Context: an optimization exercise on an open-source flow, tuned for small area. The choices shown serve that exercise and are no tape-out recipe. Where RTL was checked, it was by simulation tests only, not by an equivalence proof against the original. Power is estimated from default activity; no workload was simulated.

## yarrow
// double_ended_stack_allocator_core
module double_ended_stack_allocator_core #(
	parameter int SIZE_BITS = desa_pkg::SIZE_BITS_DEF
) (
	input  logic                             clk,
	input  logic                             arst_n,
	input  logic                             cmd_valid,
	output logic                             cmd_ready,
	input  logic [desa_pkg::CMD_W-1:0]       cmd_command,
	input  logic [desa_pkg::NUM_W-1:0]       cmd_num_bytes,
	input  logic [desa_pkg::TIER_W-1:0]      cmd_tier,
	output logic                             res_valid,
	input  logic                             res_ready,
	output logic [desa_pkg::STATUS_W-1:0]    res_status,
	output logic [desa_pkg::OFFSET_W-1:0]    res_offset,
	output logic [desa_pkg::FREE_W-1:0]      res_primary_free,
	output logic [desa_pkg::FREE_W-1:0]      res_frame_free,
	input  logic                             cfg_valid,
	output logic                             cfg_ready,
	input  logic [desa_pkg::CFG_IDX_W-1:0]   cfg_index,
	input  logic [desa_pkg::CFG_DATA_W-1:0]  cfg_data
);
==> flow/config.mk <==
export PLATFORM = sky130hd
export DESIGN_NAME = double_ended_stack_allocator_core
export DESIGN_NICKNAME = double_ended_stack_allocator_core
export VERILOG_FILES = /design/flow/design.v
export SDC_FILE = /design/flow/constraint.sdc
export NUM_CORES = 4
export LEC_CHECK = 0
export CAP_MARGIN = 20
export CORE_MARGIN = 2
export CORE_UTILIZATION = 40
export CTS_CLUSTER_DIAMETER = 80
export CTS_CLUSTER_SIZE = 20
export SLEW_MARGIN = 20
==> flow/constraint.sdc <==
create_clock -name core_clock -period 11.0 [get_ports {clk}]
set_input_delay 2.2000 -clock core_clock [delete_from_list [all_inputs] [get_ports {clk}]]
set_output_delay 2.2000 -clock core_clock [all_outputs]
set_load 0.01 [all_outputs]
standard.sh (not shown) runs the stock make flow with config.mk's settings and CLKGATE_MAP_FILE= SYNTH_SCRIPT=/design/flow/synth_recipe.tcl, a recipe that flattens the netlist after the stock synthesis.
==> flow/flow/run.sh <==
#!/bin/bash
# The standard layout (the standard.sh: standard synthesis, floorplan,
# power grid, placement, CTS, routing), with one change: the buffer that
# port buffering puts on every input and output port is the platform's
# smallest buffer, sky130_fd_sc_hd__buf_1, instead of the one the resizer
# picks by itself. Repair still resizes any port buffer that needs it.
set -euo pipefail
export BUFFER_PORTS_ARGS="-buffer_cell sky130_fd_sc_hd__buf_1"
bash standard.sh finish > standard.log 2>&1
yarrow completed end to end with timing, DRC and antenna clean.
Relative to yarrow, the following input files were edited for lagoon:
- CTS_CLUSTER_DIAMETER: 80 -> 100
- CTS_CLUSTER_SIZE: 20 -> 24
==> flow/flow/run.sh <==
#!/bin/bash
set -euo pipefail
export BUFFER_PORTS_ARGS="-buffer_cell sky130_fd_sc_hd__buf_1"
export RECOVER_POWER=100
bash standard.sh finish > standard.log 2>&1
Notes after the runs:
- Finished, but not clean: lagoon, with max-capacitance violations, max-slew violations.
- I/O pin count: lagoon vs yarrow — no meaningful difference
- Number of global-route vias before repair essentially unchanged between lagoon and yarrow.
- Relative to yarrow, the number of stages on the worst setup path measured on lagoon has increased by more than 10%.
- Comparing yarrow and lagoon, synthesis-to-finish area growth is lower on lagoon.
- Cmp yarrow and lagoon / iteration count of the initial detailed-routing pass / higher: yarrow
- Taking yarrow as the reference, in lagoon core utilization now sits lower, relative slew slack now sits lower.
- lagoon vs. yarrow: final cell count without fillers ~0 delta; met1 usage -0.50 points.
- Diff yarrow -> lagoon | met3 track demand over resource | increase of 0.39 points


Another version of the RTL of double_ended_stack_allocator_core (not shown whole).
Size: roughly 1800 cells after synthesis, ~270 flip-flops, roughly 180 I/O pins, ~17000 µm² of cells after synthesis.
==> flow/config.mk <==
export PLATFORM = sky130hd
export DESIGN_NAME = double_ended_stack_allocator_core
export DESIGN_NICKNAME = double_ended_stack_allocator_core
export VERILOG_FILES = /design/flow/design.v
export SDC_FILE = /design/flow/constraint.sdc
export NUM_CORES = 4
export LEC_CHECK = 0
export CAP_MARGIN = 20
export CORE_MARGIN = 2
export CORE_UTILIZATION = 60
export CTS_BUF_LIST = sky130_fd_sc_hd__clkbuf_8
export SLEW_MARGIN = 20
==> flow/constraint.sdc <==
create_clock -name core_clock -period 11.0 [get_ports {clk}]
set_input_delay 2.2000 -clock core_clock [delete_from_list [all_inputs] [get_ports {clk}]]
set_output_delay 2.2000 -clock core_clock [all_outputs]
set_load 0.01 [all_outputs]
run.sh (not shown) runs the stock make flow with config.mk's settings and CLKGATE_MAP_FILE= SYNTH_SCRIPT=/design/flow/synth_recipe.tcl, a recipe that flattens the netlist after the stock synthesis.
Stock flow here: none of the scripts above is used.
The starting point finished clean.
==> next run, changes <==
==> flow/flow/run.sh (new file) <==
#!/bin/bash
# The standard layout (the standard.sh: standard synthesis, floorplan,
# power grid, placement, CTS, routing), with one change: the buffer that
# port buffering puts on every input and output port is the platform's
# smallest buffer, sky130_fd_sc_hd__buf_1, instead of the one the resizer
# picks by itself. Repair still resizes any port buffer that needs it.
set -euo pipefail
export BUFFER_PORTS_ARGS="-buffer_cell sky130_fd_sc_hd__buf_1"
bash standard.sh finish > standard.log 2>&1
==> flow/standard.sh (new file) <==
#!/bin/bash
# synth_recipe.tcl (not shown) runs the flow's synth.tcl, then flattens the netlist and writes it again
# the make line also repeats each setting of config.mk as NAME=value (left out here)
make -C /OpenROAD-flow-scripts/flow DESIGN_CONFIG=/design/flow/config.mk WORK_HOME=/design/flow/orfs CLKGATE_MAP_FILE= SYNTH_SCRIPT=/design/flow/synth_recipe.tcl "${@:-finish}"
--- a/flow/config.mk
+++ b/flow/config.mk
@@ -10,2 +10 @@
-export CORE_UTILIZATION = 60
-export CTS_BUF_LIST = sky130_fd_sc_hd__clkbuf_8
+export CORE_UTILIZATION = 40
removed: flow/run.sh
Register-to-register slack improved by 0.56 ns.
Final cell count rose by 7.1%.
First-iteration DRC count fell by 16%.
Final area fell by 4.4%.
Worst setup slack improved by 0.46 ns.
Sequential share of layout area rose by 1.4 points.
Area after synthesis is unchanged.
Sequential power is about the same.
Via count fell by 2.9%.
==> next run, changes <==
==> flow/run.sh (new file) <==
#!/bin/bash
# synth_recipe.tcl (not shown) runs the flow's synth.tcl, then flattens the netlist and writes it again
# the make line also repeats each setting of config.mk as NAME=value (left out here)
make -C /OpenROAD-flow-scripts/flow DESIGN_CONFIG=/design/flow/config.mk WORK_HOME=/design/flow/orfs CLKGATE_MAP_FILE= SYNTH_SCRIPT=/design/flow/synth_recipe.tcl finish
--- a/flow/config.mk
+++ b/flow/config.mk
@@ -10,0 +11 @@
+export CTS_BUF_LIST = sky130_fd_sc_hd__clkbuf_4
removed: flow/flow/run.sh
removed: flow/standard.sh
What happened: Register-to-register slack got worse by 0.18 ns; routed wire length rose by a few percent; final area rose by a few percent; sequential share of layout area fell by 1.8 points; area after synthesis does not change; global-route usage rose by 1.2 points.
==> next run, changes <==
--- a/flow/config.mk
+++ b/flow/config.mk
@@ -11 +10,0 @@
-export CTS_BUF_LIST = sky130_fd_sc_hd__clkbuf_4
Result:
- sequential share of layout area is about the same
- routed wire length fell by about 0.6%
- maximum frequency falls by 0.71%
- critical path depth is higher by 2
- flip-flop and latch count does not change
- clock skew went down by 0.025 ns
- worst hold slack stays flat
- global-route usage drops by 0.30 points
- synthesized cell count stays the same
- die area is unchanged
No run of this note included a check of the RTL's function; only the layout flow was run.

==> afterwards: timing with drivers on the ports <==
How much do the figures lean on ideal ports? The routed layouts below were timed once more, with nothing changed but the port constraints.
Step 1, drivers: a clkbuf_16 drives clk and a buf_2 each remaining input, both assumed.
Step 2 moves the port delays by t, midway between the first and last clock arrival at a register: inputs arrive t later, outputs are due t later. That takes back most of the time a late clock gives input paths.
a / b / c = ideal ports / drivers / drivers and shift; a / b = the first two.
run | t, ns | slack for setup (ns) | worst hold slack (ns) | worst register clock-pin slew, ns | cell pins on the clock port's net
yarrow | 0.565 | 1.208 / 1.153 / 0.781 | 0.466 / 0.466 / 0.466 | 0.09 / 0.09 | 1
lagoon | 0.540 | 0.900 / 0.847 / 0.494 | 0.469 / 0.469 / 0.469 | 0.11 / 0.11 | 1
the first run of note 2 | 0.612 | 0.670 / 0.670 / 0.252 | 0.458 / 0.458 / 0.458 | 0.07 / 0.07 | 1
the second run of note 2 | 0.615 | 1.129 / 1.155 / 0.540 | 0.461 / 0.461 / 0.461 | 0.07 / 0.07 | 1
the third run of note 2 | 0.763 | 0.877 / 0.824 / 0.206 | 0.457 / 0.457 / 0.457 | 0.08 / 0.08 | 1
the fourth run of note 2 | 0.625 | 0.804 / 0.826 / 0.200 | 0.457 / 0.457 / 0.457 | 0.07 / 0.07 | 1
For the third run of note 2, which loses most, drivers alone change the setup slack by -0.053 ns; drivers and shift together by -0.671 ns.
